What follows belongs to an exercise in optimizing a design on an open flow for a short achievable clock period and few clock cycles per item; a production flow would make more cautious choices.
No functional check of the RTL was part of any run shown here.
No activity file was given, so power comes from the tool's default toggle rates.

==> flow/config.mk <==
export PLATFORM = sky130hd
export DESIGN_NAME = murmur2_hash_bucket_select
export DESIGN_NICKNAME = murmur2_hash_bucket_select
export VERILOG_FILES = /design/flow/design.v
export SDC_FILE = /design/flow/constraint.sdc
export NUM_CORES = 4
export LEC_CHECK = 0
export CAP_MARGIN = 20
export CORE_MARGIN = 2
export CORE_UTILIZATION = 40
export SETUP_SLACK_MARGIN = 5
export SLEW_MARGIN = 20
==> flow/constraint.sdc <==
create_clock -name core_clock -period 9.0 [get_ports {clk}]
set_input_delay 1.8000 -clock core_clock [delete_from_list [all_inputs] [get_ports {clk}]]
set_output_delay 1.8000 -clock core_clock [all_outputs]
set_load 0.01 [all_outputs]
==> flow/design.v <==
package mhbs_pkg;
  localparam int unsigned HASH_W        = 32;
  localparam int unsigned CNT_W         = 5;
  localparam int unsigned IDX_W         = 4;
  localparam int unsigned KLEN_W        = 8;
  localparam logic [HASH_W-1:0] MIX_MUL    = 32'h5bd1_e995;
  localparam int unsigned       MIX_SHIFT  = 24;
  localparam int unsigned       FIN_SHIFT1 = 13;
  localparam int unsigned       FIN_SHIFT2 = 15;
  localparam logic [HASH_W-1:0] RESET_SEED    = 32'h1234_abcd;
  localparam logic [CNT_W-1:0]  RESET_SERVERS = 5'd2;
  localparam logic [CNT_W-1:0]  MAX_SERVERS   = 5'd16;
  localparam logic CFG_IDX_SEED    = 1'b0;
  localparam logic CFG_IDX_SERVERS = 1'b1;
  localparam int unsigned MOD_BITS   = 4;
  localparam int unsigned MOD_STAGES = HASH_W / MOD_BITS;
  function automatic logic [HASH_W-1:0] mul_m(logic [HASH_W-1:0] x);
    mul_m = x + (x << 2) + (x << 4) - (x << 7) + (x << 9) + (x << 11)
          - (x << 13) + (x << 17) + (x << 20) - (x << 22) - (x << 26)
          - (x << 29) + (x << 31);
  endfunction
  function automatic logic [IDX_W-1:0] mod_step(logic [IDX_W-1:0] rem,
                                                 logic bit_in,
                                                 logic [CNT_W-1:0] div);
    logic [CNT_W-1:0] t;
    t = {rem, bit_in};
    if (t >= div) begin
      t = t - div;
    end
    mod_step = t[IDX_W-1:0];
  endfunction
endpackage
module murmur2_hash_bucket_select (
  input  logic        clk,
  input  logic        rst_n,
  input  logic        in_valid,
  output logic        in_stall,
  input  logic [31:0] in_data_word,
  input  logic [2:0]  in_valid_bytes,
  input  logic        in_last_word,
  input  logic [7:0]  in_key_length,
  output logic        out_valid,
  input  logic        out_stall,
  output logic [3:0]  out_bucket,
  output logic [31:0] out_hash_value,
  input  logic        cfg_valid,
  output logic        cfg_ready,
  input  logic        cfg_index,
  input  logic [31:0] cfg_data
);
  localparam int W  = mhbs_pkg::HASH_W;
  localparam int NS = mhbs_pkg::MOD_STAGES;
  localparam int MB = mhbs_pkg::MOD_BITS;
  localparam int QD   = 32;           
  localparam int QA   = 5;
  localparam int RD   = 32;           
  localparam int RA   = 5;
  localparam int SQ_W = RA + 1;       
  localparam int RW   = 115;          
  localparam int QE_W = 32 + 3 + 1 + 1 + 8 + RA;
  logic [W-1:0]                 seed_r;
  logic [mhbs_pkg::CNT_W-1:0]   servers_r;
  logic [mhbs_pkg::CNT_W-1:0]   div_r;
  always_ff @(posedge clk) begin
    if (!rst_n) begin
      seed_r    <= mhbs_pkg::RESET_SEED;
      servers_r <= mhbs_pkg::RESET_SERVERS;
    end else if (cfg_valid) begin
      if (cfg_index == mhbs_pkg::CFG_IDX_SEED) seed_r <= cfg_data;
      else                                     servers_r <= cfg_data[mhbs_pkg::CNT_W-1:0];
    end
  end
  always_ff @(posedge clk) begin
    if (servers_r == '0)                        div_r <= mhbs_pkg::CNT_W'(1);
    else if (servers_r > mhbs_pkg::MAX_SERVERS) div_r <= mhbs_pkg::MAX_SERVERS;
    else                                        div_r <= servers_r;
  end
  assign cfg_ready = 1'b1;
  logic              in_stall_r;
  logic              in_acc;
  logic              in_key_r, cur_lane_r, pick_r;
  logic [SQ_W-1:0]   seq_r, head_r;
  logic [RA-1:0]     cur_seq_r;
  logic              lane_now;
  logic [RA-1:0]     seq_now;
  assign in_stall = in_stall_r;
  assign in_acc   = in_valid && !in_stall_r;
  assign lane_now = in_key_r ? cur_lane_r : pick_r;
  assign seq_now  = in_key_r ? cur_seq_r : seq_r[RA-1:0];
  logic              i0_v, i0_lane;
  logic [QE_W-1:0]   i0_d;
  always_ff @(posedge clk) begin
    if (!rst_n) begin
      i0_v     <= 1'b0;
      in_key_r <= 1'b0;
      seq_r    <= '0;
    end else begin
      i0_v <= in_acc;
      if (in_acc) begin
        in_key_r <= !in_last_word;
        if (!in_key_r) seq_r <= seq_r + 1'b1;
      end
    end
  end
  always_ff @(posedge clk) begin
    if (in_acc) begin
      cur_lane_r <= lane_now;
      cur_seq_r  <= seq_now;
    end
    i0_lane <= lane_now;
    i0_d    <= {seq_now, in_key_length, !in_key_r, in_last_word,
                in_valid_bytes, in_data_word};
  end
  logic [QE_W-1:0] q_mem0 [QD];
  logic [QE_W-1:0] q_mem1 [QD];
  logic [QA-1:0]   q_wp [2];
  logic [QA-1:0]   q_rp [2];
  logic [QA:0]     q_cnt [2];
  logic            ph_r;              
  logic            q_push [2];
  logic            q_pop  [2];
  for (genvar l = 0; l < 2; l++) begin : g_q
    assign q_push[l] = i0_v && (i0_lane == l);
    assign q_pop[l]  = (ph_r == l) && (q_cnt[l] != '0);
    always_ff @(posedge clk) begin
      if (!rst_n) begin
        q_wp[l]  <= '0;
        q_rp[l]  <= '0;
        q_cnt[l] <= '0;
      end else begin
        if (q_push[l]) q_wp[l] <= q_wp[l] + 1'b1;
        if (q_pop[l])  q_rp[l] <= q_rp[l] + 1'b1;
        q_cnt[l] <= q_cnt[l] + (q_push[l] ? 1'b1 : 1'b0) - (q_pop[l] ? 1'b1 : 1'b0);
      end
    end
  end
  always_ff @(posedge clk) begin
    if (q_push[0]) q_mem0[q_wp[0]] <= i0_d;
    if (q_push[1]) q_mem1[q_wp[1]] <= i0_d;
  end
  always_ff @(posedge clk) begin
    if (!rst_n) ph_r <= 1'b0;
    else        ph_r <= !ph_r;
  end
  logic [QA:0] occ0, occ1;
  logic        in_key_nxt, lane_nxt;
  assign occ0 = q_cnt[0] + ((i0_v && !i0_lane) ? 1'b1 : 1'b0);
  assign occ1 = q_cnt[1] + ((i0_v &&  i0_lane) ? 1'b1 : 1'b0);
  assign in_key_nxt = in_acc ? !in_last_word : in_key_r;
  assign lane_nxt   = in_acc ? lane_now : cur_lane_r;
  logic full0, full1, rob_full;
  assign full0    = (occ0 >= (QA+1)'(QD - 3));
  assign full1    = (occ1 >= (QA+1)'(QD - 3));
  assign rob_full = ((seq_r - head_r) >= SQ_W'(RD - 3));
  always_ff @(posedge clk) begin
    if (!rst_n) begin
      in_stall_r <= 1'b0;
      pick_r     <= 1'b0;
    end else begin
      if (in_key_nxt) in_stall_r <= lane_nxt ? full1 : full0;
      else            in_stall_r <= (full0 && full1) || rob_full;
      if (occ0 < occ1)      pick_r <= 1'b0;
      else if (occ1 < occ0) pick_r <= 1'b1;
      else                  pick_r <= !pick_r;
    end
  end
  logic            d0_v;
  logic [QE_W-1:0] d0_d;
  always_ff @(posedge clk) begin
    if (!rst_n) d0_v <= 1'b0;
    else        d0_v <= q_pop[0] || q_pop[1];
  end
  always_ff @(posedge clk) begin
    d0_d <= ph_r ? q_mem1[q_rp[1]] : q_mem0[q_rp[0]];
  end
  logic [W-1:0]  d0_w;
  logic [2:0]    d0_nb;
  logic          d0_last, d0_first;
  logic [7:0]    d0_klen;
  logic [RA-1:0] d0_seq;
  assign {d0_seq, d0_klen, d0_first, d0_last, d0_nb, d0_w} = d0_d;
  logic         e1_v, e1_blk, e1_tl, e1_last, e1_first;
  logic [W-1:0] e1_x;
  logic [RW-1:0] e1_kr, t1r;
  logic [7:0]   e1_klen;
  logic [RA-1:0] e1_seq;
  logic [W-1:0] tmask, t1s, t1c;
  always_comb begin
    unique case (d0_nb[1:0])
      2'd1:    tmask = 32'h0000_00ff;
      2'd2:    tmask = 32'h0000_ffff;
      default: tmask = 32'h00ff_ffff;
    endcase
  end
  mhbs_mul_lo u_t1 (.x(d0_w), .r(t1r));
  always_ff @(posedge clk) begin
    if (!rst_n) e1_v <= 1'b0;
    else        e1_v <= d0_v;
  end
  always_ff @(posedge clk) begin
    e1_kr    <= t1r;
    e1_blk   <= d0_nb[2];
    e1_tl    <= !d0_nb[2] && (d0_nb[1:0] != 2'd0);
    e1_x     <= (!d0_nb[2] && (d0_nb[1:0] != 2'd0)) ? (d0_w & tmask) : '0;
    e1_last  <= d0_last;
    e1_first <= d0_first;
    e1_klen  <= d0_klen;
    e1_seq   <= d0_seq;
  end
  logic         e2_v, e2_blk, e2_tl, e2_last, e2_first;
  logic [W-1:0] e2_x, e2_k, e2_init;
  logic [RA-1:0] e2_seq;
  always_ff @(posedge clk) begin
    if (!rst_n) e2_v <= 1'b0;
    else        e2_v <= e1_v;
  end
  mhbs_mul_hi u_t2 (.r(e1_kr), .s(t1s), .c(t1c));
  always_ff @(posedge clk) begin
    e2_k     <= t1s + t1c;
    e2_init  <= seed_r ^ W'(e1_klen);
    e2_x     <= e1_x;
    e2_blk   <= e1_blk;
    e2_tl    <= e1_tl;
    e2_last  <= e1_last;
    e2_first <= e1_first;
    e2_seq   <= e1_seq;
  end
  logic         e3_v, e3_blk, e3_tl, e3_last, e3_first;
  logic [W-1:0] e3_x, e3_init;
  logic [RW-1:0] e3_kr, e3_ir, t3r, t4r;
  logic [RA-1:0] e3_seq;
  logic [W-1:0] t3s, t3c, t4s, t4c;
  mhbs_mul_lo u_t3 (.x(e2_k ^ (e2_k >> mhbs_pkg::MIX_SHIFT)), .r(t3r));
  mhbs_mul_lo u_t4 (.x(e2_init ^ e2_x), .r(t4r));
  always_ff @(posedge clk) begin
    if (!rst_n) e3_v <= 1'b0;
    else        e3_v <= e2_v;
  end
  always_ff @(posedge clk) begin
    e3_kr    <= t3r;
    e3_ir    <= t4r;
    e3_x     <= e2_x;
    e3_init  <= e2_init;
    e3_blk   <= e2_blk;
    e3_tl    <= e2_tl;
    e3_last  <= e2_last;
    e3_first <= e2_first;
    e3_seq   <= e2_seq;
  end
  logic         e4_v, e4_blk, e4_tl, e4_last, e4_first;
  logic [W-1:0] e4_x, e4_init, e4_k, e4_p;
  logic [RA-1:0] e4_seq;
  always_ff @(posedge clk) begin
    if (!rst_n) e4_v <= 1'b0;
    else        e4_v <= e3_v;
  end
  mhbs_mul_hi u_t3h (.r(e3_kr), .s(t3s), .c(t3c));
  mhbs_mul_hi u_t4h (.r(e3_ir), .s(t4s), .c(t4c));
  always_ff @(posedge clk) begin
    e4_k     <= t3s + t3c;
    e4_p     <= t4s + t4c;
    e4_x     <= e3_x;
    e4_init  <= e3_init;
    e4_blk   <= e3_blk;
    e4_tl    <= e3_tl;
    e4_last  <= e3_last;
    e4_first <= e3_first;
    e4_seq   <= e3_seq;
  end
  logic         e5_v, e5_first, e5_mul, e5_last;
  logic [W-1:0] e5_x, e5_y, e5_r;
  logic [RA-1:0] e5_seq;
  always_ff @(posedge clk) begin
    if (!rst_n) begin
      e5_v     <= 1'b0;
      e5_first <= 1'b0;
      e5_mul   <= 1'b0;
      e5_last  <= 1'b0;
    end else begin
      e5_v     <= e4_v;
      e5_first <= e4_v && e4_first;
      e5_mul   <= e4_v && (e4_blk || e4_tl);
      e5_last  <= e4_v && e4_last;
    end
  end
  always_ff @(posedge clk) begin
    e5_x   <= e4_v ? e4_x : '0;
    e5_y   <= (e4_v && e4_blk) ? e4_k : '0;
    e5_seq <= e4_seq;
    if (e4_blk)     e5_r <= e4_p ^ e4_k;
    else if (e4_tl) e5_r <= e4_p;
    else            e5_r <= e4_init;
  end
  logic [W-1:0]  hb_r;                
  logic [RW-1:0] ra_rows, ra_rows_r;
  logic [W-1:0]  ra_hy, ra_y, ra_r;
  logic          ra_first, ra_mul, ra_last;
  logic [RA-1:0] ra_seq;
  mhbs_mul_lo u_lo (.x(hb_r ^ e5_x), .r(ra_rows));
  always_ff @(posedge clk) begin
    if (!rst_n) begin
      ra_first <= 1'b0;
      ra_mul   <= 1'b0;
      ra_last  <= 1'b0;
    end else begin
      ra_first <= e5_first;
      ra_mul   <= e5_mul;
      ra_last  <= e5_last;
    end
  end
  always_ff @(posedge clk) begin
    ra_rows_r <= ra_rows;
    ra_hy     <= hb_r ^ e5_y;
    ra_y      <= e5_y;
    ra_r      <= e5_r;
    ra_seq    <= e5_seq;
  end
  logic [W-1:0] rb_s, rb_c, rb_p, hb_new;
  mhbs_mul_hi u_hi (.r(ra_rows_r), .s(rb_s), .c(rb_c));
  assign rb_p = rb_s + rb_c;
  always_comb begin
    if (ra_first)    hb_new = ra_r;
    else if (ra_mul) hb_new = rb_p ^ ra_y;
    else             hb_new = ra_hy;
  end
  always_ff @(posedge clk) begin
    hb_r <= hb_new;
  end
  logic          fv0, fv1, fv2, fv3;
  logic [W-1:0]  fh0, fz3, fb2;
  logic [RW-1:0] fr1, tfr;
  logic [RA-1:0] fq0, fq1, fq2, fq3;
  logic [W-1:0]  tfs, tfc;
  always_ff @(posedge clk) begin
    if (!rst_n) begin
      fv0 <= 1'b0;
      fv1 <= 1'b0;
      fv2 <= 1'b0;
      fv3 <= 1'b0;
    end else begin
      fv0 <= ra_last;
      fv1 <= fv0;
      fv2 <= fv1;
      fv3 <= fv2;
    end
  end
  mhbs_mul_lo u_tf  (.x(fh0 ^ (fh0 >> mhbs_pkg::FIN_SHIFT1)), .r(tfr));
  mhbs_mul_hi u_tfh (.r(fr1), .s(tfs), .c(tfc));
  always_ff @(posedge clk) begin
    fh0 <= hb_new;
    fq0 <= ra_seq;
    fr1 <= tfr;
    fq1 <= fq0;
    fb2 <= tfs + tfc;
    fq2 <= fq1;
    fz3 <= fb2 ^ (fb2 >> mhbs_pkg::FIN_SHIFT2);
    fq3 <= fq2;
  end
  logic [7:0] dmul_r [1:15];
  always_ff @(posedge clk) begin
    for (int q = 1; q < 16; q++) dmul_r[q] <= 8'(q) * 8'(div_r);
  end
  logic                       rv  [NS+1];
  logic [W-1:0]               rh  [NS+1];
  logic [mhbs_pkg::IDX_W-1:0] rr  [NS+1];
  logic [RA-1:0]              rq  [NS+1];
  assign rv[0] = fv3;
  assign rh[0] = fz3;
  assign rr[0] = '0;
  assign rq[0] = fq3;
  for (genvar s = 0; s < NS; s++) begin : g_mod
    logic [7:0]  t;
    logic [15:0] ge;
    logic [3:0]  nrem;
    always_comb begin
      t = {rr[s], rh[s][W-1-s*MB -: MB]};
      ge[0] = 1'b1;
      for (int q = 1; q < 16; q++) ge[q] = (t >= dmul_r[q]);
      nrem = ge[1] ? '0 : t[3:0];
      for (int q = 1; q < 16; q++) begin
        if (ge[q] && (q == 15 || !ge[(q+1) % 16])) nrem = nrem | (t[3:0] - dmul_r[q][3:0]);
      end
    end
    always_ff @(posedge clk) begin
      if (!rst_n) rv[s+1] <= 1'b0;
      else        rv[s+1] <= rv[s];
    end
    always_ff @(posedge clk) begin
      rh[s+1] <= rh[s];
      rr[s+1] <= nrem;
      rq[s+1] <= rq[s];
    end
  end
  logic [W+mhbs_pkg::IDX_W-1:0] rob_mem [RD];
  logic [RD-1:0]                rob_v;
  logic                         out_valid_r;
  logic [mhbs_pkg::IDX_W-1:0]   out_idx_r;
  logic [W-1:0]                 out_hash_r;
  logic                         load, take;
  assign load = !out_valid_r || !out_stall;
  assign take = load && rob_v[head_r[RA-1:0]];
  always_ff @(posedge clk) begin
    if (!rst_n) begin
      rob_v       <= '0;
      head_r      <= '0;
      out_valid_r <= 1'b0;
    end else begin
      for (int i = 0; i < RD; i++) begin
        if (rv[NS] && (rq[NS] == RA'(i)))             rob_v[i] <= 1'b1;
        else if (take && (head_r[RA-1:0] == RA'(i)))  rob_v[i] <= 1'b0;
      end
      if (take) head_r <= head_r + 1'b1;
      if (load) out_valid_r <= rob_v[head_r[RA-1:0]];
    end
  end
  always_ff @(posedge clk) begin
    if (rv[NS]) rob_mem[rq[NS]] <= {rr[NS], rh[NS]};
    if (take)   {out_idx_r, out_hash_r} <= rob_mem[head_r[RA-1:0]];
  end
  assign out_valid      = out_valid_r;
  assign out_bucket     = out_idx_r;
  assign out_hash_value = out_hash_r;
endmodule
module mhbs_mul_lo (
  input  logic [31:0] x,
  output logic [114:0] r
);
  logic t1;
  logic t2;
  logic t3;
  logic t4;
  logic t5;
  logic t6;
  logic t7;
  logic t8;
  logic t9;
  logic t10;
  logic t11;
  logic t12;
  logic t13;
  logic t14;
  logic t15;
  logic t16;
  logic t17;
  logic t18;
  logic t19;
  logic t20;
  logic t21;
  logic t22;
  logic t23;
  logic t24;
  logic t25;
  logic t26;
  logic t27;
  logic t28;
  logic t29;
  logic t30;
  logic t31;
  logic t32;
  logic t33;
  logic t34;
  logic t35;
  logic t36;
  logic t37;
  logic t38;
  logic t39;
  logic t40;
  logic t41;
  logic t42;
  logic t43;
  logic t44;
  logic t45;
  logic t46;
  logic t47;
  logic t48;
  logic t49;
  logic t50;
  logic t51;
  logic t52;
  logic t53;
  logic t54;
  logic t55;
  logic t56;
  logic t57;
  logic t58;
  logic t59;
  logic t60;
  logic t61;
  logic t62;
  logic t63;
  logic t64;
  logic t65;
  logic t66;
  logic t67;
  logic t68;
  logic t69;
  logic t70;
  logic t71;
  logic t72;
  logic t73;
  logic t74;
  logic t75;
  logic t76;
  logic t77;
  logic t78;
  logic t79;
  logic t80;
  logic t81;
  logic t82;
  logic t83;
  logic t84;
  logic t85;
  logic t86;
  logic t87;
  logic t88;
  logic t89;
  logic t90;
  logic t91;
  logic t92;
  logic t93;
  logic t94;
  logic t95;
  logic t96;
  logic t97;
  logic t98;
  logic t99;
  logic t100;
  logic t101;
  logic t102;
  logic t103;
  logic t104;
  logic t105;
  logic t106;
  logic t107;
  logic t108;
  logic t109;
  logic t110;
  logic t111;
  logic t112;
  logic t113;
  logic t114;
  logic t115;
  logic t116;
  logic t117;
  logic t118;
  logic t119;
  logic t120;
  logic t121;
  logic t122;
  logic t123;
  logic t124;
  logic t125;
  logic t126;
  logic t127;
  logic t128;
  logic t129;
  logic t130;
  logic t131;
  logic t132;
  logic t133;
  logic t134;
  logic t135;
  logic t136;
  logic t137;
  logic t138;
  logic t139;
  logic t140;
  logic t141;
  logic t142;
  logic t143;
  logic t144;
  logic t145;
  logic t146;
  logic t147;
  logic t148;
  logic t149;
  logic t150;
  logic t151;
  logic t152;
  logic t153;
  logic t154;
  logic t155;
  logic t156;
  logic t157;
  logic t158;
  logic t159;
  logic t160;
  logic t161;
  logic t162;
  logic t163;
  logic t164;
  logic t165;
  logic t166;
  logic t167;
  logic t168;
  logic t169;
  logic t170;
  logic t171;
  logic t172;
  logic t173;
  logic t174;
  logic t175;
  logic t176;
  logic t177;
  logic t178;
  logic t179;
  logic t180;
  logic t181;
  logic t182;
  logic t183;
  logic t184;
  logic t185;
  logic t186;
  logic t187;
  logic t188;
  logic t189;
  logic t190;
  logic t191;
  logic t192;
  logic t193;
  logic t194;
  logic t195;
  logic t196;
  logic t197;
  logic t198;
  logic t199;
  logic t200;
  logic t201;
  logic t202;
  logic t203;
  logic t204;
  logic t205;
  logic t206;
  logic t207;
  logic t208;
  logic t209;
  logic t210;
  logic t211;
  logic t212;
  logic t213;
  logic t214;
  logic t215;
  logic t216;
  logic t217;
  logic t218;
  logic t219;
  logic t220;
  logic t221;
  logic t222;
  logic t223;
  logic t224;
  assign t1 = x[22] ^ x[20] ^ x[18];
  assign t2 = (x[22] & x[20]) | (x[22] & x[18]) | (x[20] & x[18]);
  assign t3 = x[23] ^ x[21] ^ x[19];
  assign t4 = (x[23] & x[21]) | (x[23] & x[19]) | (x[21] & x[19]);
  assign t5 = x[24] ^ x[22] ^ x[20];
  assign t6 = (x[24] & x[22]) | (x[24] & x[20]) | (x[22] & x[20]);
  assign t7 = x[25] ^ x[23] ^ x[21];
  assign t8 = (x[25] & x[23]) | (x[25] & x[21]) | (x[23] & x[21]);
  assign t9 = x[26] ^ x[24] ^ x[22];
  assign t10 = (x[26] & x[24]) | (x[26] & x[22]) | (x[24] & x[22]);
  assign t11 = ~x[19] ^ x[17] ^ x[15];
  assign t12 = (~x[19] & x[17]) | (~x[19] & x[15]) | (x[17] & x[15]);
  assign t13 = x[27] ^ x[25] ^ x[23];
  assign t14 = (x[27] & x[25]) | (x[27] & x[23]) | (x[25] & x[23]);
  assign t15 = ~x[20] ^ x[18] ^ x[16];
  assign t16 = (~x[20] & x[18]) | (~x[20] & x[16]) | (x[18] & x[16]);
  assign t17 = x[28] ^ x[26] ^ x[24];
  assign t18 = (x[28] & x[26]) | (x[28] & x[24]) | (x[26] & x[24]);
  assign t19 = ~x[21] ^ x[19] ^ x[17];
  assign t20 = (~x[21] & x[19]) | (~x[21] & x[17]) | (x[19] & x[17]);
  assign t21 = x[29] ^ x[27] ^ x[25];
  assign t22 = (x[29] & x[27]) | (x[29] & x[25]) | (x[27] & x[25]);
  assign t23 = ~x[22] ^ x[20] ^ x[18];
  assign t24 = (~x[22] & x[20]) | (~x[22] & x[18]) | (x[20] & x[18]);
  assign t25 = ~x[16] ^ x[12] ^ x[9];
  assign t26 = (~x[16] & x[12]) | (~x[16] & x[9]) | (x[12] & x[9]);
  assign t27 = x[30] ^ x[28] ^ x[26];
  assign t28 = (x[30] & x[28]) | (x[30] & x[26]) | (x[28] & x[26]);
  assign t29 = ~x[23] ^ x[21] ^ x[19];
  assign t30 = (~x[23] & x[21]) | (~x[23] & x[19]) | (x[21] & x[19]);
  assign t31 = ~x[17] ^ x[13] ^ x[10];
  assign t32 = (~x[17] & x[13]) | (~x[17] & x[10]) | (x[13] & x[10]);
  assign t33 = x[31] ^ x[29] ^ x[27];
  assign t34 = (x[31] & x[29]) | (x[31] & x[27]) | (x[29] & x[27]);
  assign t35 = ~x[24] ^ x[22] ^ x[20];
  assign t36 = (~x[24] & x[22]) | (~x[24] & x[20]) | (x[22] & x[20]);
  assign t37 = ~x[18] ^ x[14] ^ x[11];
  assign t38 = (~x[18] & x[14]) | (~x[18] & x[11]) | (x[14] & x[11]);
  assign t39 = ~x[9] ^ ~x[5];
  assign t40 = ~x[9] & ~x[5];
  assign t41 = x[13] ^ x[11] ^ x[9];
  assign t42 = (x[13] & x[11]) | (x[13] & x[9]) | (x[11] & x[9]);
  assign t43 = x[14] ^ x[12] ^ x[10];
  assign t44 = (x[14] & x[12]) | (x[14] & x[10]) | (x[12] & x[10]);
  assign t45 = x[15] ^ x[13] ^ x[11];
  assign t46 = (x[15] & x[13]) | (x[15] & x[11]) | (x[13] & x[11]);
  assign t47 = x[16] ^ x[14] ^ x[12];
  assign t48 = (x[16] & x[14]) | (x[16] & x[12]) | (x[14] & x[12]);
  assign t49 = x[17] ^ x[15] ^ x[13];
  assign t50 = (x[17] & x[15]) | (x[17] & x[13]) | (x[15] & x[13]);
  assign t51 = ~x[10] ^ x[8];
  assign t52 = ~x[10] & x[8];
  assign t53 = x[18] ^ x[16] ^ x[14];
  assign t54 = (x[18] & x[16]) | (x[18] & x[14]) | (x[16] & x[14]);
  assign t55 = ~x[11] ^ x[9] ^ x[7];
  assign t56 = (~x[11] & x[9]) | (~x[11] & x[7]) | (x[9] & x[7]);
  assign t57 = x[19] ^ x[17] ^ x[15];
  assign t58 = (x[19] & x[17]) | (x[19] & x[15]) | (x[17] & x[15]);
  assign t59 = ~x[12] ^ x[10] ^ x[8];
  assign t60 = (~x[12] & x[10]) | (~x[12] & x[8]) | (x[10] & x[8]);
  assign t61 = x[20] ^ x[18] ^ x[16];
  assign t62 = (x[20] & x[18]) | (x[20] & x[16]) | (x[18] & x[16]);
  assign t63 = ~x[13] ^ x[11] ^ x[9];
  assign t64 = (~x[13] & x[11]) | (~x[13] & x[9]) | (x[11] & x[9]);
  assign t65 = ~x[7] ^ x[3];
  assign t66 = ~x[7] & x[3];
  assign t67 = x[21] ^ x[19] ^ x[17];
  assign t68 = (x[21] & x[19]) | (x[21] & x[17]) | (x[19] & x[17]);
  assign t69 = ~x[14] ^ x[12] ^ x[10];
  assign t70 = (~x[14] & x[12]) | (~x[14] & x[10]) | (x[12] & x[10]);
  assign t71 = ~x[8] ^ x[4] ^ x[1];
  assign t72 = (~x[8] & x[4]) | (~x[8] & x[1]) | (x[4] & x[1]);
  assign t73 = t1 ^ ~x[15] ^ x[13];
  assign t74 = (t1 & ~x[15]) | (t1 & x[13]) | (~x[15] & x[13]);
  assign t75 = x[11] ^ ~x[9] ^ x[5];
  assign t76 = (x[11] & ~x[9]) | (x[11] & x[5]) | (~x[9] & x[5]);
  assign t77 = x[2] ^ ~x[0] ^ 1'b1;
  assign t78 = (x[2] & ~x[0]) | (x[2] & 1'b1) | (~x[0] & 1'b1);
  assign t79 = t3 ^ ~x[16] ^ x[14];
  assign t80 = (t3 & ~x[16]) | (t3 & x[14]) | (~x[16] & x[14]);
  assign t81 = x[12] ^ ~x[10] ^ x[6];
  assign t82 = (x[12] & ~x[10]) | (x[12] & x[6]) | (~x[10] & x[6]);
  assign t83 = x[3] ^ ~x[1] ^ t2;
  assign t84 = (x[3] & ~x[1]) | (x[3] & t2) | (~x[1] & t2);
  assign t85 = t5 ^ ~x[17] ^ x[15];
  assign t86 = (t5 & ~x[17]) | (t5 & x[15]) | (~x[17] & x[15]);
  assign t87 = x[13] ^ ~x[11] ^ x[7];
  assign t88 = (x[13] & ~x[11]) | (x[13] & x[7]) | (~x[11] & x[7]);
  assign t89 = x[4] ^ ~x[2] ^ t4;
  assign t90 = (x[4] & ~x[2]) | (x[4] & t4) | (~x[2] & t4);
  assign t91 = t7 ^ ~x[18] ^ x[16];
  assign t92 = (t7 & ~x[18]) | (t7 & x[16]) | (~x[18] & x[16]);
  assign t93 = x[14] ^ ~x[12] ^ x[8];
  assign t94 = (x[14] & ~x[12]) | (x[14] & x[8]) | (~x[12] & x[8]);
  assign t95 = x[5] ^ ~x[3] ^ t6;
  assign t96 = (x[5] & ~x[3]) | (x[5] & t6) | (~x[3] & t6);
  assign t97 = t9 ^ t11 ^ ~x[13];
  assign t98 = (t9 & t11) | (t9 & ~x[13]) | (t11 & ~x[13]);
  assign t99 = x[9] ^ x[6] ^ ~x[4];
  assign t100 = (x[9] & x[6]) | (x[9] & ~x[4]) | (x[6] & ~x[4]);
  assign t101 = ~x[0] ^ 1'b1 ^ t8;
  assign t102 = (~x[0] & 1'b1) | (~x[0] & t8) | (1'b1 & t8);
  assign t103 = t13 ^ t15 ^ ~x[14];
  assign t104 = (t13 & t15) | (t13 & ~x[14]) | (t15 & ~x[14]);
  assign t105 = x[10] ^ x[7] ^ ~x[5];
  assign t106 = (x[10] & x[7]) | (x[10] & ~x[5]) | (x[7] & ~x[5]);
  assign t107 = ~x[1] ^ t10 ^ t12;
  assign t108 = (~x[1] & t10) | (~x[1] & t12) | (t10 & t12);
  assign t109 = t17 ^ t19 ^ ~x[15];
  assign t110 = (t17 & t19) | (t17 & ~x[15]) | (t19 & ~x[15]);
  assign t111 = x[11] ^ x[8] ^ ~x[6];
  assign t112 = (x[11] & x[8]) | (x[11] & ~x[6]) | (x[8] & ~x[6]);
  assign t113 = ~x[2] ^ t14 ^ t16;
  assign t114 = (~x[2] & t14) | (~x[2] & t16) | (t14 & t16);
  assign t115 = t21 ^ t23 ^ t25;
  assign t116 = (t21 & t23) | (t21 & t25) | (t23 & t25);
  assign t117 = ~x[7] ^ ~x[3] ^ ~x[0];
  assign t118 = (~x[7] & ~x[3]) | (~x[7] & ~x[0]) | (~x[3] & ~x[0]);
  assign t119 = 1'b1 ^ t18 ^ t20;
  assign t120 = (1'b1 & t18) | (1'b1 & t20) | (t18 & t20);
  assign t121 = t27 ^ t29 ^ t31;
  assign t122 = (t27 & t29) | (t27 & t31) | (t29 & t31);
  assign t123 = ~x[8] ^ ~x[4] ^ ~x[1];
  assign t124 = (~x[8] & ~x[4]) | (~x[8] & ~x[1]) | (~x[4] & ~x[1]);
  assign t125 = t22 ^ t24 ^ t26;
  assign t126 = (t22 & t24) | (t22 & t26) | (t24 & t26);
  assign t127 = t33 ^ t35 ^ t37;
  assign t128 = (t33 & t35) | (t33 & t37) | (t35 & t37);
  assign t129 = t39 ^ ~x[2] ^ x[0];
  assign t130 = (t39 & ~x[2]) | (t39 & x[0]) | (~x[2] & x[0]);
  assign t131 = t28 ^ t30 ^ t32;
  assign t132 = (t28 & t30) | (t28 & t32) | (t30 & t32);
  assign t133 = x[7] ^ x[5];
  assign t134 = x[7] & x[5];
  assign t135 = x[8] ^ x[6];
  assign t136 = x[8] & x[6];
  assign t137 = x[9] ^ x[7] ^ x[5];
  assign t138 = (x[9] & x[7]) | (x[9] & x[5]) | (x[7] & x[5]);
  assign t139 = x[10] ^ x[8] ^ x[6];
  assign t140 = (x[10] & x[8]) | (x[10] & x[6]) | (x[8] & x[6]);
  assign t141 = x[11] ^ x[9] ^ x[7];
  assign t142 = (x[11] & x[9]) | (x[11] & x[7]) | (x[9] & x[7]);
  assign t143 = ~x[4] ^ x[2];
  assign t144 = ~x[4] & x[2];
  assign t145 = x[12] ^ x[10] ^ x[8];
  assign t146 = (x[12] & x[10]) | (x[12] & x[8]) | (x[10] & x[8]);
  assign t147 = ~x[5] ^ x[3] ^ x[1];
  assign t148 = (~x[5] & x[3]) | (~x[5] & x[1]) | (x[3] & x[1]);
  assign t149 = t41 ^ ~x[6] ^ x[4];
  assign t150 = (t41 & ~x[6]) | (t41 & x[4]) | (~x[6] & x[4]);
  assign t151 = x[2] ^ ~x[0] ^ 1'b1;
  assign t152 = (x[2] & ~x[0]) | (x[2] & 1'b1) | (~x[0] & 1'b1);
  assign t153 = t43 ^ ~x[7] ^ x[5];
  assign t154 = (t43 & ~x[7]) | (t43 & x[5]) | (~x[7] & x[5]);
  assign t155 = x[3] ^ ~x[1] ^ t42;
  assign t156 = (x[3] & ~x[1]) | (x[3] & t42) | (~x[1] & t42);
  assign t157 = t45 ^ ~x[8] ^ x[6];
  assign t158 = (t45 & ~x[8]) | (t45 & x[6]) | (~x[8] & x[6]);
  assign t159 = x[4] ^ ~x[2] ^ t44;
  assign t160 = (x[4] & ~x[2]) | (x[4] & t44) | (~x[2] & t44);
  assign t161 = t47 ^ ~x[9] ^ x[7];
  assign t162 = (t47 & ~x[9]) | (t47 & x[7]) | (~x[9] & x[7]);
  assign t163 = x[5] ^ ~x[3] ^ t46;
  assign t164 = (x[5] & ~x[3]) | (x[5] & t46) | (~x[3] & t46);
  assign t165 = t49 ^ t51 ^ x[6];
  assign t166 = (t49 & t51) | (t49 & x[6]) | (t51 & x[6]);
  assign t167 = ~x[4] ^ x[0] ^ t48;
  assign t168 = (~x[4] & x[0]) | (~x[4] & t48) | (x[0] & t48);
  assign t169 = t53 ^ t55 ^ ~x[5];
  assign t170 = (t53 & t55) | (t53 & ~x[5]) | (t55 & ~x[5]);
  assign t171 = x[1] ^ t50 ^ t52;
  assign t172 = (x[1] & t50) | (x[1] & t52) | (t50 & t52);
  assign t173 = t57 ^ t59 ^ ~x[6];
  assign t174 = (t57 & t59) | (t57 & ~x[6]) | (t59 & ~x[6]);
  assign t175 = x[2] ^ t54 ^ t56;
  assign t176 = (x[2] & t54) | (x[2] & t56) | (t54 & t56);
  assign t177 = t61 ^ t63 ^ t65;
  assign t178 = (t61 & t63) | (t61 & t65) | (t63 & t65);
  assign t179 = x[0] ^ t58 ^ t60;
  assign t180 = (x[0] & t58) | (x[0] & t60) | (t58 & t60);
  assign t181 = t67 ^ t69 ^ t71;
  assign t182 = (t67 & t69) | (t67 & t71) | (t69 & t71);
  assign t183 = t62 ^ t64 ^ t66;
  assign t184 = (t62 & t64) | (t62 & t66) | (t64 & t66);
  assign t185 = t73 ^ t75 ^ t77;
  assign t186 = (t73 & t75) | (t73 & t77) | (t75 & t77);
  assign t187 = t68 ^ t70 ^ t72;
  assign t188 = (t68 & t70) | (t68 & t72) | (t70 & t72);
  assign t189 = t79 ^ t81 ^ t83;
  assign t190 = (t79 & t81) | (t79 & t83) | (t81 & t83);
  assign t191 = t74 ^ t76 ^ t78;
  assign t192 = (t74 & t76) | (t74 & t78) | (t76 & t78);
  assign t193 = t85 ^ t87 ^ t89;
  assign t194 = (t85 & t87) | (t85 & t89) | (t87 & t89);
  assign t195 = t80 ^ t82 ^ t84;
  assign t196 = (t80 & t82) | (t80 & t84) | (t82 & t84);
  assign t197 = t91 ^ t93 ^ t95;
  assign t198 = (t91 & t93) | (t91 & t95) | (t93 & t95);
  assign t199 = t86 ^ t88 ^ t90;
  assign t200 = (t86 & t88) | (t86 & t90) | (t88 & t90);
  assign t201 = t97 ^ t99 ^ t101;
  assign t202 = (t97 & t99) | (t97 & t101) | (t99 & t101);
  assign t203 = t92 ^ t94 ^ t96;
  assign t204 = (t92 & t94) | (t92 & t96) | (t94 & t96);
  assign t205 = t103 ^ t105 ^ t107;
  assign t206 = (t103 & t105) | (t103 & t107) | (t105 & t107);
  assign t207 = t98 ^ t100 ^ t102;
  assign t208 = (t98 & t100) | (t98 & t102) | (t100 & t102);
  assign t209 = t109 ^ t111 ^ t113;
  assign t210 = (t109 & t111) | (t109 & t113) | (t111 & t113);
  assign t211 = t104 ^ t106 ^ t108;
  assign t212 = (t104 & t106) | (t104 & t108) | (t106 & t108);
  assign t213 = t115 ^ t117 ^ t119;
  assign t214 = (t115 & t117) | (t115 & t119) | (t117 & t119);
  assign t215 = t110 ^ t112 ^ t114;
  assign t216 = (t110 & t112) | (t110 & t114) | (t112 & t114);
  assign t217 = t121 ^ t123 ^ t125;
  assign t218 = (t121 & t123) | (t121 & t125) | (t123 & t125);
  assign t219 = t116 ^ t118 ^ t120;
  assign t220 = (t116 & t118) | (t116 & t120) | (t118 & t120);
  assign t221 = t127 ^ t129 ^ t131;
  assign t222 = (t127 & t129) | (t127 & t131) | (t129 & t131);
  assign t223 = t122 ^ t124 ^ t126;
  assign t224 = (t122 & t124) | (t122 & t126) | (t124 & t126);
  assign r[0] = x[0];
  assign r[1] = x[1];
  assign r[2] = x[2];
  assign r[3] = x[0];
  assign r[4] = x[3];
  assign r[5] = x[1];
  assign r[6] = x[4];
  assign r[7] = x[2];
  assign r[8] = x[0];
  assign r[9] = x[5];
  assign r[10] = x[3];
  assign r[11] = x[1];
  assign r[12] = x[6];
  assign r[13] = x[4];
  assign r[14] = x[2];
  assign r[15] = t133;
  assign r[16] = x[3];
  assign r[17] = ~x[0];
  assign r[18] = 1'b1;
  assign r[19] = t135;
  assign r[20] = x[4];
  assign r[21] = ~x[1];
  assign r[22] = t134;
  assign r[23] = t137;
  assign r[24] = ~x[2];
  assign r[25] = x[0];
  assign r[26] = t136;
  assign r[27] = t139;
  assign r[28] = ~x[3];
  assign r[29] = x[1];
  assign r[30] = t138;
  assign r[31] = t141;
  assign r[32] = t143;
  assign r[33] = x[0];
  assign r[34] = t140;
  assign r[35] = t145;
  assign r[36] = t147;
  assign r[37] = t142;
  assign r[38] = t144;
  assign r[39] = t149;
  assign r[40] = t151;
  assign r[41] = t146;
  assign r[42] = t148;
  assign r[43] = t153;
  assign r[44] = t155;
  assign r[45] = t150;
  assign r[46] = t152;
  assign r[47] = t157;
  assign r[48] = t159;
  assign r[49] = t154;
  assign r[50] = t156;
  assign r[51] = t161;
  assign r[52] = t163;
  assign r[53] = t158;
  assign r[54] = t160;
  assign r[55] = t165;
  assign r[56] = t167;
  assign r[57] = t162;
  assign r[58] = t164;
  assign r[59] = t169;
  assign r[60] = t171;
  assign r[61] = t166;
  assign r[62] = t168;
  assign r[63] = t173;
  assign r[64] = t175;
  assign r[65] = t170;
  assign r[66] = t172;
  assign r[67] = t177;
  assign r[68] = t179;
  assign r[69] = t174;
  assign r[70] = t176;
  assign r[71] = t181;
  assign r[72] = t183;
  assign r[73] = t178;
  assign r[74] = t180;
  assign r[75] = t185;
  assign r[76] = t187;
  assign r[77] = t182;
  assign r[78] = t184;
  assign r[79] = t189;
  assign r[80] = t191;
  assign r[81] = t186;
  assign r[82] = t188;
  assign r[83] = t193;
  assign r[84] = t195;
  assign r[85] = t190;
  assign r[86] = t192;
  assign r[87] = t197;
  assign r[88] = t199;
  assign r[89] = t194;
  assign r[90] = t196;
  assign r[91] = t201;
  assign r[92] = t203;
  assign r[93] = t198;
  assign r[94] = t200;
  assign r[95] = t205;
  assign r[96] = t207;
  assign r[97] = t202;
  assign r[98] = t204;
  assign r[99] = t209;
  assign r[100] = t211;
  assign r[101] = t206;
  assign r[102] = t208;
  assign r[103] = t213;
  assign r[104] = t215;
  assign r[105] = t210;
  assign r[106] = t212;
  assign r[107] = t217;
  assign r[108] = t219;
  assign r[109] = t214;
  assign r[110] = t216;
  assign r[111] = t221;
  assign r[112] = t223;
  assign r[113] = t218;
  assign r[114] = t220;
endmodule
module mhbs_mul_hi (
  input  logic [114:0] r,
  output logic [31:0] s,
  output logic [31:0] c
);
  logic t1;
  logic t2;
  logic t3;
  logic t4;
  logic t5;
  logic t6;
  logic t7;
  logic t8;
  logic t9;
  logic t10;
  logic t11;
  logic t12;
  logic t13;
  logic t14;
  logic t15;
  logic t16;
  logic t17;
  logic t18;
  logic t19;
  logic t20;
  logic t21;
  logic t22;
  logic t23;
  logic t24;
  logic t25;
  logic t26;
  logic t27;
  logic t28;
  logic t29;
  logic t30;
  logic t31;
  logic t32;
  logic t33;
  logic t34;
  logic t35;
  logic t36;
  logic t37;
  logic t38;
  logic t39;
  logic t40;
  logic t41;
  logic t42;
  logic t43;
  logic t44;
  logic t45;
  logic t46;
  logic t47;
  logic t48;
  logic t49;
  logic t50;
  logic t51;
  logic t52;
  logic t53;
  logic t54;
  logic t55;
  logic t56;
  logic t57;
  logic t58;
  logic t59;
  logic t60;
  logic t61;
  logic t62;
  logic t63;
  logic t64;
  logic t65;
  logic t66;
  logic t67;
  logic t68;
  logic t69;
  logic t70;
  logic t71;
  logic t72;
  logic t73;
  logic t74;
  logic t75;
  logic t76;
  logic t77;
  logic t78;
  logic t79;
  logic t80;
  logic t81;
  logic t82;
  logic t83;
  logic t84;
  logic t85;
  logic t86;
  logic t87;
  logic t88;
  logic t89;
  logic t90;
  logic t91;
  logic t92;
  logic t93;
  logic t94;
  logic t95;
  logic t96;
  logic t97;
  logic t98;
  logic t99;
  logic t100;
  logic t101;
  logic t102;
  logic t103;
  logic t104;
  logic t105;
  logic t106;
  assign t1 = r[15] ^ r[16];
  assign t2 = r[15] & r[16];
  assign t3 = r[19] ^ r[20] ^ r[21];
  assign t4 = (r[19] & r[20]) | (r[19] & r[21]) | (r[20] & r[21]);
  assign t5 = r[23] ^ r[24] ^ r[25];
  assign t6 = (r[23] & r[24]) | (r[23] & r[25]) | (r[24] & r[25]);
  assign t7 = r[27] ^ r[28] ^ r[29];
  assign t8 = (r[27] & r[28]) | (r[27] & r[29]) | (r[28] & r[29]);
  assign t9 = r[31] ^ r[32] ^ r[33];
  assign t10 = (r[31] & r[32]) | (r[31] & r[33]) | (r[32] & r[33]);
  assign t11 = r[35] ^ r[36] ^ r[37];
  assign t12 = (r[35] & r[36]) | (r[35] & r[37]) | (r[36] & r[37]);
  assign t13 = r[39] ^ r[40] ^ r[41];
  assign t14 = (r[39] & r[40]) | (r[39] & r[41]) | (r[40] & r[41]);
  assign t15 = r[43] ^ r[44] ^ r[45];
  assign t16 = (r[43] & r[44]) | (r[43] & r[45]) | (r[44] & r[45]);
  assign t17 = r[47] ^ r[48] ^ r[49];
  assign t18 = (r[47] & r[48]) | (r[47] & r[49]) | (r[48] & r[49]);
  assign t19 = r[51] ^ r[52] ^ r[53];
  assign t20 = (r[51] & r[52]) | (r[51] & r[53]) | (r[52] & r[53]);
  assign t21 = r[55] ^ r[56] ^ r[57];
  assign t22 = (r[55] & r[56]) | (r[55] & r[57]) | (r[56] & r[57]);
  assign t23 = r[59] ^ r[60] ^ r[61];
  assign t24 = (r[59] & r[60]) | (r[59] & r[61]) | (r[60] & r[61]);
  assign t25 = r[63] ^ r[64] ^ r[65];
  assign t26 = (r[63] & r[64]) | (r[63] & r[65]) | (r[64] & r[65]);
  assign t27 = r[67] ^ r[68] ^ r[69];
  assign t28 = (r[67] & r[68]) | (r[67] & r[69]) | (r[68] & r[69]);
  assign t29 = r[71] ^ r[72] ^ r[73];
  assign t30 = (r[71] & r[72]) | (r[71] & r[73]) | (r[72] & r[73]);
  assign t31 = r[75] ^ r[76] ^ r[77];
  assign t32 = (r[75] & r[76]) | (r[75] & r[77]) | (r[76] & r[77]);
  assign t33 = r[79] ^ r[80] ^ r[81];
  assign t34 = (r[79] & r[80]) | (r[79] & r[81]) | (r[80] & r[81]);
  assign t35 = r[83] ^ r[84] ^ r[85];
  assign t36 = (r[83] & r[84]) | (r[83] & r[85]) | (r[84] & r[85]);
  assign t37 = r[87] ^ r[88] ^ r[89];
  assign t38 = (r[87] & r[88]) | (r[87] & r[89]) | (r[88] & r[89]);
  assign t39 = r[91] ^ r[92] ^ r[93];
  assign t40 = (r[91] & r[92]) | (r[91] & r[93]) | (r[92] & r[93]);
  assign t41 = r[95] ^ r[96] ^ r[97];
  assign t42 = (r[95] & r[96]) | (r[95] & r[97]) | (r[96] & r[97]);
  assign t43 = r[99] ^ r[100] ^ r[101];
  assign t44 = (r[99] & r[100]) | (r[99] & r[101]) | (r[100] & r[101]);
  assign t45 = r[103] ^ r[104] ^ r[105];
  assign t46 = (r[103] & r[104]) | (r[103] & r[105]) | (r[104] & r[105]);
  assign t47 = r[107] ^ r[108] ^ r[109];
  assign t48 = (r[107] & r[108]) | (r[107] & r[109]) | (r[108] & r[109]);
  assign t49 = r[111] ^ r[112] ^ r[113];
  assign t50 = (r[111] & r[112]) | (r[111] & r[113]) | (r[112] & r[113]);
  assign t51 = r[6] ^ r[7];
  assign t52 = r[6] & r[7];
  assign t53 = r[9] ^ r[10] ^ r[11];
  assign t54 = (r[9] & r[10]) | (r[9] & r[11]) | (r[10] & r[11]);
  assign t55 = r[12] ^ r[13] ^ r[14];
  assign t56 = (r[12] & r[13]) | (r[12] & r[14]) | (r[13] & r[14]);
  assign t57 = t1 ^ r[17] ^ r[18];
  assign t58 = (t1 & r[17]) | (t1 & r[18]) | (r[17] & r[18]);
  assign t59 = t3 ^ r[22] ^ t2;
  assign t60 = (t3 & r[22]) | (t3 & t2) | (r[22] & t2);
  assign t61 = t5 ^ r[26] ^ t4;
  assign t62 = (t5 & r[26]) | (t5 & t4) | (r[26] & t4);
  assign t63 = t7 ^ r[30] ^ t6;
  assign t64 = (t7 & r[30]) | (t7 & t6) | (r[30] & t6);
  assign t65 = t9 ^ r[34] ^ t8;
  assign t66 = (t9 & r[34]) | (t9 & t8) | (r[34] & t8);
  assign t67 = t11 ^ r[38] ^ t10;
  assign t68 = (t11 & r[38]) | (t11 & t10) | (r[38] & t10);
  assign t69 = t13 ^ r[42] ^ t12;
  assign t70 = (t13 & r[42]) | (t13 & t12) | (r[42] & t12);
  assign t71 = t15 ^ r[46] ^ t14;
  assign t72 = (t15 & r[46]) | (t15 & t14) | (r[46] & t14);
  assign t73 = t17 ^ r[50] ^ t16;
  assign t74 = (t17 & r[50]) | (t17 & t16) | (r[50] & t16);
  assign t75 = t19 ^ r[54] ^ t18;
  assign t76 = (t19 & r[54]) | (t19 & t18) | (r[54] & t18);
  assign t77 = t21 ^ r[58] ^ t20;
  assign t78 = (t21 & r[58]) | (t21 & t20) | (r[58] & t20);
  assign t79 = t23 ^ r[62] ^ t22;
  assign t80 = (t23 & r[62]) | (t23 & t22) | (r[62] & t22);
  assign t81 = t25 ^ r[66] ^ t24;
  assign t82 = (t25 & r[66]) | (t25 & t24) | (r[66] & t24);
  assign t83 = t27 ^ r[70] ^ t26;
  assign t84 = (t27 & r[70]) | (t27 & t26) | (r[70] & t26);
  assign t85 = t29 ^ r[74] ^ t28;
  assign t86 = (t29 & r[74]) | (t29 & t28) | (r[74] & t28);
  assign t87 = t31 ^ r[78] ^ t30;
  assign t88 = (t31 & r[78]) | (t31 & t30) | (r[78] & t30);
  assign t89 = t33 ^ r[82] ^ t32;
  assign t90 = (t33 & r[82]) | (t33 & t32) | (r[82] & t32);
  assign t91 = t35 ^ r[86] ^ t34;
  assign t92 = (t35 & r[86]) | (t35 & t34) | (r[86] & t34);
  assign t93 = t37 ^ r[90] ^ t36;
  assign t94 = (t37 & r[90]) | (t37 & t36) | (r[90] & t36);
  assign t95 = t39 ^ r[94] ^ t38;
  assign t96 = (t39 & r[94]) | (t39 & t38) | (r[94] & t38);
  assign t97 = t41 ^ r[98] ^ t40;
  assign t98 = (t41 & r[98]) | (t41 & t40) | (r[98] & t40);
  assign t99 = t43 ^ r[102] ^ t42;
  assign t100 = (t43 & r[102]) | (t43 & t42) | (r[102] & t42);
  assign t101 = t45 ^ r[106] ^ t44;
  assign t102 = (t45 & r[106]) | (t45 & t44) | (r[106] & t44);
  assign t103 = t47 ^ r[110] ^ t46;
  assign t104 = (t47 & r[110]) | (t47 & t46) | (r[110] & t46);
  assign t105 = t49 ^ r[114] ^ t48;
  assign t106 = (t49 & r[114]) | (t49 & t48) | (r[114] & t48);
  assign s[0] = r[0];
  assign c[0] = 1'b0;
  assign s[1] = r[1];
  assign c[1] = 1'b0;
  assign s[2] = r[2];
  assign c[2] = r[3];
  assign s[3] = r[4];
  assign c[3] = r[5];
  assign s[4] = t51;
  assign c[4] = r[8];
  assign s[5] = t53;
  assign c[5] = t52;
  assign s[6] = t55;
  assign c[6] = t54;
  assign s[7] = t57;
  assign c[7] = t56;
  assign s[8] = t59;
  assign c[8] = t58;
  assign s[9] = t61;
  assign c[9] = t60;
  assign s[10] = t63;
  assign c[10] = t62;
  assign s[11] = t65;
  assign c[11] = t64;
  assign s[12] = t67;
  assign c[12] = t66;
  assign s[13] = t69;
  assign c[13] = t68;
  assign s[14] = t71;
  assign c[14] = t70;
  assign s[15] = t73;
  assign c[15] = t72;
  assign s[16] = t75;
  assign c[16] = t74;
  assign s[17] = t77;
  assign c[17] = t76;
  assign s[18] = t79;
  assign c[18] = t78;
  assign s[19] = t81;
  assign c[19] = t80;
  assign s[20] = t83;
  assign c[20] = t82;
  assign s[21] = t85;
  assign c[21] = t84;
  assign s[22] = t87;
  assign c[22] = t86;
  assign s[23] = t89;
  assign c[23] = t88;
  assign s[24] = t91;
  assign c[24] = t90;
  assign s[25] = t93;
  assign c[25] = t92;
  assign s[26] = t95;
  assign c[26] = t94;
  assign s[27] = t97;
  assign c[27] = t96;
  assign s[28] = t99;
  assign c[28] = t98;
  assign s[29] = t101;
  assign c[29] = t100;
  assign s[30] = t103;
  assign c[30] = t102;
  assign s[31] = t105;
  assign c[31] = t104;
endmodule
==> flow/run.sh <==
#!/bin/bash
# synth_recipe.tcl (not shown) runs the flow's synth.tcl, then flattens the netlist and writes it again
# the make line also repeats each setting of config.mk as NAME=value (left out here)
make -C /OpenROAD-flow-scripts/flow DESIGN_CONFIG=/design/flow/config.mk WORK_HOME=/design/flow/orfs CLKGATE_MAP_FILE= SYNTH_SCRIPT=/design/flow/synth_recipe.tcl finish
==> flow_metrics.env, run 1 <==
export IMPL_post_route_period_util=0.436
export IMPL_skew_ns=0.0929
export IMPL_required_ns=7.20
export IMPL_dieWidth_um=797
export IMPL_cp_cell_sequence="clkdlybuf4s50_1"
export IMPL_yosys_top_cells_count="edfxtp_1, dfxtp_1, mux4_2"
export IMPL_cts_buffers=625
export IMPL_setup_viol=0
export IMPL_synth_edff_count=4393
export IMPL_wl_per_cell_um=28.4
export IMPL_fin_setup_tns_ns=0
export IMPL_cts_htree_levels=6
export IMPL_io_pins=121
export IMPL_antenna_found_initial=34
export IMPL_critPathMaxFanout=1
export IMPL_hold_class="flip-flop to flip-flop"
export IMPL_grt_max_degree=151
export IMPL_coreArea_um2=628000
export IMPL_yosys_area_top_type="edfxtp_1"
export IMPL_worst_pin_slew_ns=1.12
export IMPL_holdWs_ns=0.290
export IMPL_netlist_area_um2=252000
export IMPL_layout_drive_gt1_share=0.193
export IMPL_hold_viol=0
export IMPL_layout_filler_cells=53500
export IMPL_post_route_min_period_ns=3.92
export IMPL_drc_errors=0
export IMPL_die_area_um2=636000
export IMPL_gp_congestion=0.866
export IMPL_cp_start_kind="flip-flop"
export IMPL_grt_total_usage=0.206
export IMPL_cts_sinks=6170
export IMPL_r2r_start="e3_kr[33]"
export IMPL_nNetsFinal=16300
export IMPL_rsz0062_at_grt="yes"
export IMPL_dp_final_hpwl_mm=394
export IMPL_grt_pass1_wl_mm=951
export IMPL_total_leakage_power_nw=98.9
export IMPL_fp_row_count=291
export IMPL_seq_area_um2=168000
export IMPL_ys_warn_count=11
export IMPL_port_buffers=119
export IMPL_drtIter0Drc=14500
export IMPL_routed_wl_mm=667
export IMPL_drv_slew=0
export IMPL_crit_family="buffers and inverters"
export IMPL_async_flop_share=0
export IMPL_drt_pass1_iter_count=6
export IMPL_worst_hold_startpoint="e3_init[22]"
export IMPL_timing_fmax_mhz=255
export IMPL_critical_path_class="flip-flop to output pin"
export IMPL_relSlewSlack=0.249
export IMPL_ys_seq_area_frac=0.665
export IMPL_die_height_um=797
export IMPL_synth_ff_latch_count=6170
export IMPL_grt_ovfl_total=0
export IMPL_critPathMaxStageDelay_ns=0.58
export IMPL_cts_root_buf="clkbuf_16"
export IMPL_run_status="finished clean"
export IMPL_grt_pass1_vias=130000
export IMPL_syn_avg_cell_area_um2=18.1
export IMPL_vias=128000
export IMPL_drv_cap=0
export IMPL_path_buf_inv=1
export IMPL_cts_tree="built"
export IMPL_yosys_cell_count_top_type="edfxtp_1"
export IMPL_drtAntennaViolNets=0
export IMPL_hold_buffers=0
export IMPL_viasPerCell=5.46
export IMPL_crit_start="out_hash_r[4]"
export IMPL_yosysTopAreaCellShare=0.524
export IMPL_power_density_nw_per_um2=387
export IMPL_synth_area_leaders="edfxtp_1, dfxtp_1, mux4_2"
export IMPL_multi_input_area_um2=80300
export IMPL_area_delta_synth_final_pct=13.7
export IMPL_cp_slowest_cell="clkdlybuf4s50_1"
export IMPL_ys_flop_type="edfxtp_1"
export IMPL_end_kind="output pin"
export IMPL_clock_latency_ns=1.12
export IMPL_initial_core_util=0.401
export IMPL_synthDistinctLibCells=89
export IMPL_vdd_drop_max_v=0.000439
export IMPL_syn_inst=13900
export IMPL_cp_arrival_ns=2.12
export IMPL_synth_nets=15700
export IMPL_worst_setup_hold_path_clk_slew_ns=0.06
export IMPL_cts_buffer_depth=4
[cell usage in the layout (no fill, tap or decap), types with 241 or more instances in the layout]
cell / count
dfxtp_1: 1700
mux4_2: 1370
xnor2_1: 331
fa_1: 780
edfxtp_1: 4393
inv_1: 777
xor2_1: 241
nand2_1: 469
buf_4: 291
ha_1: 883
clkbuf_16: 641
o21ai_0: 338
nor2_1: 255
a21oi_1: 404
[area by class of cell]
class | instances | area share
well taps | 8350 | 0.0365
multi-input cells | 6554 | 0.280
repair buffers | 438 | 0.0135
clock buffers | 877 | 0.0613
flip-flops and latches | 6170 | 0.586
diodes | 23 | 0.000201
clock inverters | 282 | 0.0114
inverters | 806 | 0.0106
[stage by stage]
step | worst slack (ns) | std cells | utilization | instance area [um^2] | total power [mW]
after floorplan | 5.10 | 13900 | - | 252000 | 70.1
after global placement | 4.77 | 22300 | 0.422 | 265000 | 84.6
after detailed placement | 4.83 | 22300 | 0.422 | 265000 | 84.9
after CTS | 4.87 | 23500 | 0.455 | 286000 | 111
after global routing | 4.82 | 23500 | 0.456 | 286000 | 118
final | 5.08 | 23500 | 0.456 | 286000 | 111
[kinds of logic after synthesis]
group / after synthesis / share of synthesized area
multiplexers: 1487 / 0.127
XOR/XNOR: 576 / 0.0200
buffers and inverters: 1222 / 0.0187
AO/OA/AOI/OAI: 1454 / 0.0369
other: 1 / 0.0000149
adder cells (fa/ha/maj): 1665 / 0.106
flip-flops: 6170 / 0.665
AND/OR/NAND/NOR: 1371 / 0.0256
[routing by layer]
metal,global-route usage,part of all wire,vias to the layer above
met3,0.0298,0.071,894
li1,-,-,54600
met5,0,0.000057,-
met2,0.331,0.47,4711
met1,0.298,0.43,68100
met4,0.0500,0.025,6
[worst paths after layout]
check	slack [ns]	cells past startpoint	endpoint
worst max register to register	5.08	14	e4_k[31]
worst min register to register	0.29	0	e4_init[22]
worst min-delay path	0.29	0	e4_init[22]
worst max-delay path	5.08	1	out_hash_value[4]
[worst reg2reg max path: stages, from the launching register on]
cell and delay (ns):
dfxtp_1 0.50, fa_1 0.46, fa_1 0.44, ha_1 0.37
nand3_1 0.13, nor2_1 0.15, o311ai_0 0.29, a211oi_2 0.30
buf_4 0.15, o21ai_1 0.10, o211a_1 0.23, nor3_1 0.31
a21o_1 0.17, a21oi_1 0.07, xnor2_1 0.13
[report_power, final]
part | leakage [nW] | internal (mW) | total [mW] | switching [mW]
clock network | 10.1 | 15.1 | 26.2 | 11.1
logic | 34.3 | 19.9 | 45.7 | 25.8
registers | 54.4 | 35.4 | 39.0 | 3.59
[repair_timing]
action | 4_1_cts | 5_1_grt
buffers inserted | 2 | 3
gates cloned | 0 | 1
pin swaps | 0 | 4
endpoints found under the setup margin | 57 | 78
gates resized for setup | 31 | 35
[sequential cells by signal, summed over array words and instances (netlist names), 40 cells and up, named ones only]
| signal | cells |
|---|---|
| rq | 40 |
| d0_d | 50 |
| i0_d | 50 |
| ra_rows_r | 101 |
| e1_kr | 101 |
| dmul_r | 43 |
| rob_mem | 1152 |
| q_mem0 | 1600 |
| rh | 256 |
| e3_ir | 101 |
| fr1 | 101 |
| e3_kr | 101 |
| q_mem1 | 1600 |
==> run 2, diff against run 1 <==
--- a/flow/design.v
+++ b/flow/design.v
@@ -393,29 +393,36 @@
   end
   logic [W+mhbs_pkg::IDX_W-1:0] rob_mem [RD];
   logic [RD-1:0]                rob_v;
+  logic                         pf_v;
+  logic [W+mhbs_pkg::IDX_W-1:0] pf_d;
   logic                         out_valid_r;
   logic [mhbs_pkg::IDX_W-1:0]   out_idx_r;
   logic [W-1:0]                 out_hash_r;
-  logic                         load, take;
-  assign load = !out_valid_r || !out_stall;
-  assign take = load && rob_v[head_r[RA-1:0]];
+  logic                         load, pf_free, head_v, take;
+  assign load    = !out_valid_r || !out_stall;
+  assign pf_free = !pf_v || load;
+  assign head_v  = rob_v[head_r[RA-1:0]];
+  assign take    = pf_free && head_v;
   always_ff @(posedge clk) begin
     if (!rst_n) begin
       rob_v       <= '0;
       head_r      <= '0;
+      pf_v        <= 1'b0;
       out_valid_r <= 1'b0;
     end else begin
       for (int i = 0; i < RD; i++) begin
         if (rv[NS] && (rq[NS] == RA'(i)))             rob_v[i] <= 1'b1;
         else if (take && (head_r[RA-1:0] == RA'(i)))  rob_v[i] <= 1'b0;
       end
-      if (take) head_r <= head_r + 1'b1;
-      if (load) out_valid_r <= rob_v[head_r[RA-1:0]];
+      if (take)    head_r <= head_r + 1'b1;
+      if (pf_free) pf_v <= head_v;
+      if (load)    out_valid_r <= pf_v;
     end
   end
   always_ff @(posedge clk) begin
-    if (rv[NS]) rob_mem[rq[NS]] <= {rr[NS], rh[NS]};
-    if (take)   {out_idx_r, out_hash_r} <= rob_mem[head_r[RA-1:0]];
+    if (rv[NS])  rob_mem[rq[NS]] <= {rr[NS], rh[NS]};
+    if (pf_free) pf_d <= rob_mem[head_r[RA-1:0]];
+    if (load)    {out_idx_r, out_hash_r} <= pf_d;
   end
   assign out_valid      = out_valid_r;
   assign out_bucket     = out_idx_r;
==> flow/flow/run.sh (new file) <==
#!/bin/bash
set -euo pipefail
bash standard.sh SETUP_SLACK_MARGIN=5.7 finish > standard_make.log 2>&1
==> flow/standard.sh (new file) <==
#!/bin/bash
# synth_recipe.tcl (not shown) runs the flow's synth.tcl, then flattens the netlist and writes it again
# the make line also repeats each setting of config.mk as NAME=value (left out here)
make -C /OpenROAD-flow-scripts/flow DESIGN_CONFIG=/design/flow/config.mk WORK_HOME=/design/flow/orfs CLKGATE_MAP_FILE= SYNTH_SCRIPT=/design/flow/synth_recipe.tcl "${@:-finish}"
--- a/flow/config.mk
+++ b/flow/config.mk
@@ -7,6 +7,6 @@
 export LEC_CHECK = 0
 export CAP_MARGIN = 20
 export CORE_MARGIN = 2
-export CORE_UTILIZATION = 40
+export CORE_UTILIZATION = 55
 export SETUP_SLACK_MARGIN = 5
 export SLEW_MARGIN = 20
removed: flow/run.sh
==> run 2 against run 1 <==
  * Utilization rose by 17 points
  * Cell count fell by 8.7%
  * Global-route usage rose by 9.2 points
  * Sequential power rose by 2%
  * Sequential share of layout area barely moved
  * Area after synthesis rose by 0.51%
  * Die area fell by 27%
  * Maximum frequency rose by 5.6%
  * Clock-buffer cell count rose by 15
  * Critical endpoint is now fh0[31]
  * Via count rose by 1.8%
  * Largest cell class unchanged
  * Sequential cell count rose by 37
  * Still clean on timing, DRC and antenna
  * Non-clock buffer count rose by 134
==> flow_metrics.env, run 2 <==
export IMPL_run_status="finished clean"
export IMPL_synth_edff_count=4429
export IMPL_yosys_top_cells_count="edfxtp_1, dfxtp_1, mux4_2"
export IMPL_cts_tree="built"
export IMPL_power_density_nw_per_um2=412
export IMPL_clkPwrFrac=0.217
export IMPL_grt_pass1_vias=135000
export IMPL_cts_htree_levels=6
export IMPL_crit_family="adder cells"
export IMPL_drv_slew=0
export IMPL_vias=131000
export IMPL_io_pins=121
export IMPL_holdPathEnd="rh[1][9]"
export IMPL_drtAntennaViolNets=0
export IMPL_cts_root_buf="clkbuf_16"
export IMPL_cts_buffer_depth=4
export IMPL_cp_slowest_cell="fa_1"
export IMPL_wl_per_cell_um=32.3
export IMPL_ys_flop_type="edfxtp_1"
export IMPL_total_power_mw=119
export IMPL_syn_avg_cell_area_um2=18.1
export IMPL_hold_depth=0
export IMPL_cts_sinks=6207
export IMPL_r2r_start="ra_rows_r[36]"
export IMPL_place_area_um2=264000
export IMPL_setup_viol=0
export IMPL_synthDistinctLibCells=87
export IMPL_netlist_area_um2=253000
export IMPL_dp_final_hpwl_mm=409
export IMPL_initial_core_util=0.551
export IMPL_layout_drive_gt1_share=0.225
export IMPL_total_leakage_power_nw=100
export IMPL_sw_frac_of_total=0.372
export IMPL_reg2reg_to="fh0[31]"
export IMPL_routed_wl_mm=694
export IMPL_path_buf_inv=1
export IMPL_synth_area_leaders="edfxtp_1, dfxtp_1, mux4_2"
export IMPL_rsz0062_at_grt="yes"
export IMPL_cp_arrival_ns=4.64
export IMPL_p_sw_mw=44.1
export IMPL_critPathMaxFanout=6
export IMPL_grt_total_usage=0.298
export IMPL_end_kind="flip-flop"
export IMPL_p_int_mw=74.6
export IMPL_vdd_drop_max_v=0.000781
export IMPL_coreArea_um2=459000
export IMPL_fp_row_count=249
export IMPL_die_height_um=682
export IMPL_critical_path_class="flip-flop to flip-flop"
export IMPL_viasPerCell=6.09
export IMPL_grt_max_degree=75
export IMPL_worst_pin_slew_ns=1.12
export IMPL_relSlewSlack=0.252
export IMPL_synth_nets=15700
export IMPL_fin_ws_ns=5.29
export IMPL_yosys_cell_count_top_type="edfxtp_1"
export IMPL_post_route_min_period_ns=3.71
export IMPL_worst_hold_startpoint="fz3[9]"
export IMPL_nNetsFinal=16500
export IMPL_r2r_cells=14
export IMPL_power_frac_comb=0.449
export IMPL_hold_buffers=0
export IMPL_die_area_um2=466000
export IMPL_final_common_cell="edfxtp_1"
export IMPL_async_flop_share=0
export IMPL_gp_congestion=0.880
export IMPL_cts_buffers=631
export IMPL_rrSetupSlack_ns=5.29
export IMPL_pre_cts_ws_ns=4.61
export IMPL_yosysTopAreaCellShare=0.526
export IMPL_drv_cap=0
run 2: metrics by stage:
stage / utilization / instances / hold slack [ns]
3_5_place_dp: 0.574 / 20100 / 0.312
4_1_cts: 0.625 / 21400 / 0.311
3_3_place_gp: 0.574 / 20100 / 0.311
5_1_grt: 0.628 / 21400 / 0.303
6_report: 0.628 / 21500 / 0.308
2_1_floorplan: - / 14000 / 0.310
run 2: cells by family (layout without fill, tap and decap cells):
logic type,count (synthesis),count (layout),synth area share
compound gates,1429,1429,0.0364
xor+xnor,582,582,0.0201
fa+ha+maj,1666,1666,0.106
buf+inv,1205,2505,0.0183
flops,6207,6207,0.666
mux,1491,1491,0.127
other cells,1,42,0.0000148
simple gates,1390,1391,0.0264
run 2: how the worst max path moves through the flow:
stage                         startpoint                 end  slack (ns)  depth (start not counted)
after CTS                 out_hash_r[11]  out_hash_value[11]        5.34                          1
after global placement         out_stall           rob_v[30]        4.55                          8
after floorplan            dmul_r[13][1]            rr[2][3]        5.32                         11
final                      ra_rows_r[36]             fh0[31]        5.29                         14
after detailed placement       out_stall           rob_v[17]        4.61                          8
after global routing       ra_rows_r[36]             fh0[31]        5.19                         14
run 2: power by group through the flow:
stage	combinational [mW]	sequential, mW	clock [mW]
after detailed placement	46.0	40.4	0
after floorplan	32.7	38.2	0
final	53.4	39.6	25.8
after global routing	58.7	40.0	27.3
after global placement	45.4	40.2	0
after CTS	50.8	39.7	26.2
run 2: worst register-to-register path, stage by stage (launching register included):
cell and delay [ns]:
dfxtp_2 0.32, fa_1 0.61, fa_1 0.49, ha_4 0.34
nand4_1 0.23, a211oi_2 0.29, nor2_2 0.08, a21oi_2 0.21
nor2_2 0.07, o211ai_1 0.18, buf_4 0.17, a21oi_2 0.06
o31ai_2 0.28, xnor2_1 0.15, o21ai_1 0.08
run 2: layer usage:
layer  vias up  routed length (um)  track usage  part of all wire
met3      1038               44200       0.0385             0.064
met1     69600              284000        0.416              0.41
met5         -                  58            0          0.000084
met4         8               23400       0.0904             0.034
met2      4919              343000        0.496              0.49
li1      55000                   -            -                 -
run 2: timing repair:
| item | CTS | global route |
|---|---|---|
| setup endpoints to repair | 1427 | 627 |
| pin swaps | 163 | 128 |
| cloned | 9 | 4 |
| resized for setup | 552 | 234 |
| buffers inserted | 100 | 63 |
run 2: final cells by class:
| cell class | count | area [um^2] |
|---|---|---|
| Clock inverter | 257 | 2660 |
| Clock buffer | 892 | 17800 |
| Tap cell | 6149 | 7690 |
| Sequential cell | 6207 | 169000 |
| Antenna cell | 41 | 103 |
| Fill cell | 32100 | 171000 |
| Inverter | 784 | 2980 |
| Multi-Input combinational cell | 6560 | 82500 |
| Timing Repair Buffer | 572 | 5620 |

port drivers added, routing unchanged:
In the flow no input, the clock included, has a driving cell. The finished layouts below were timed again as built, in two steps. Step 1 (the two cells are an assumption about what drives the block):
set clk [get_ports {clk}]
set_driving_cell -lib_cell sky130_fd_sc_hd__clkbuf_16 $clk
set_driving_cell -lib_cell sky130_fd_sc_hd__buf_2 [delete_from_list [all_inputs] $clk]
Step 2 also shifts input and output timing later by t, the mid clock arrival at the registers, as if the neighbouring blocks saw the same clock. Slacks: no drivers / after step 1 / after step 2; pairs: no drivers / after step 1.
run	t (ns)	setup WS [ns]	hold slack, ns	pins driven straight from the clock port
run 1	1.196	5.080 / 4.953 / 4.852	0.290 / 0.290 / 0.290	1
run 2	1.167	5.289 / 5.289 / 4.719	0.308 / 0.308 / 0.308	1
After both steps every run listed still meets setup and hold. The setup slack of run 2, which loses most, moves by 0.000 ns with the drivers and by -0.570 ns with both steps.
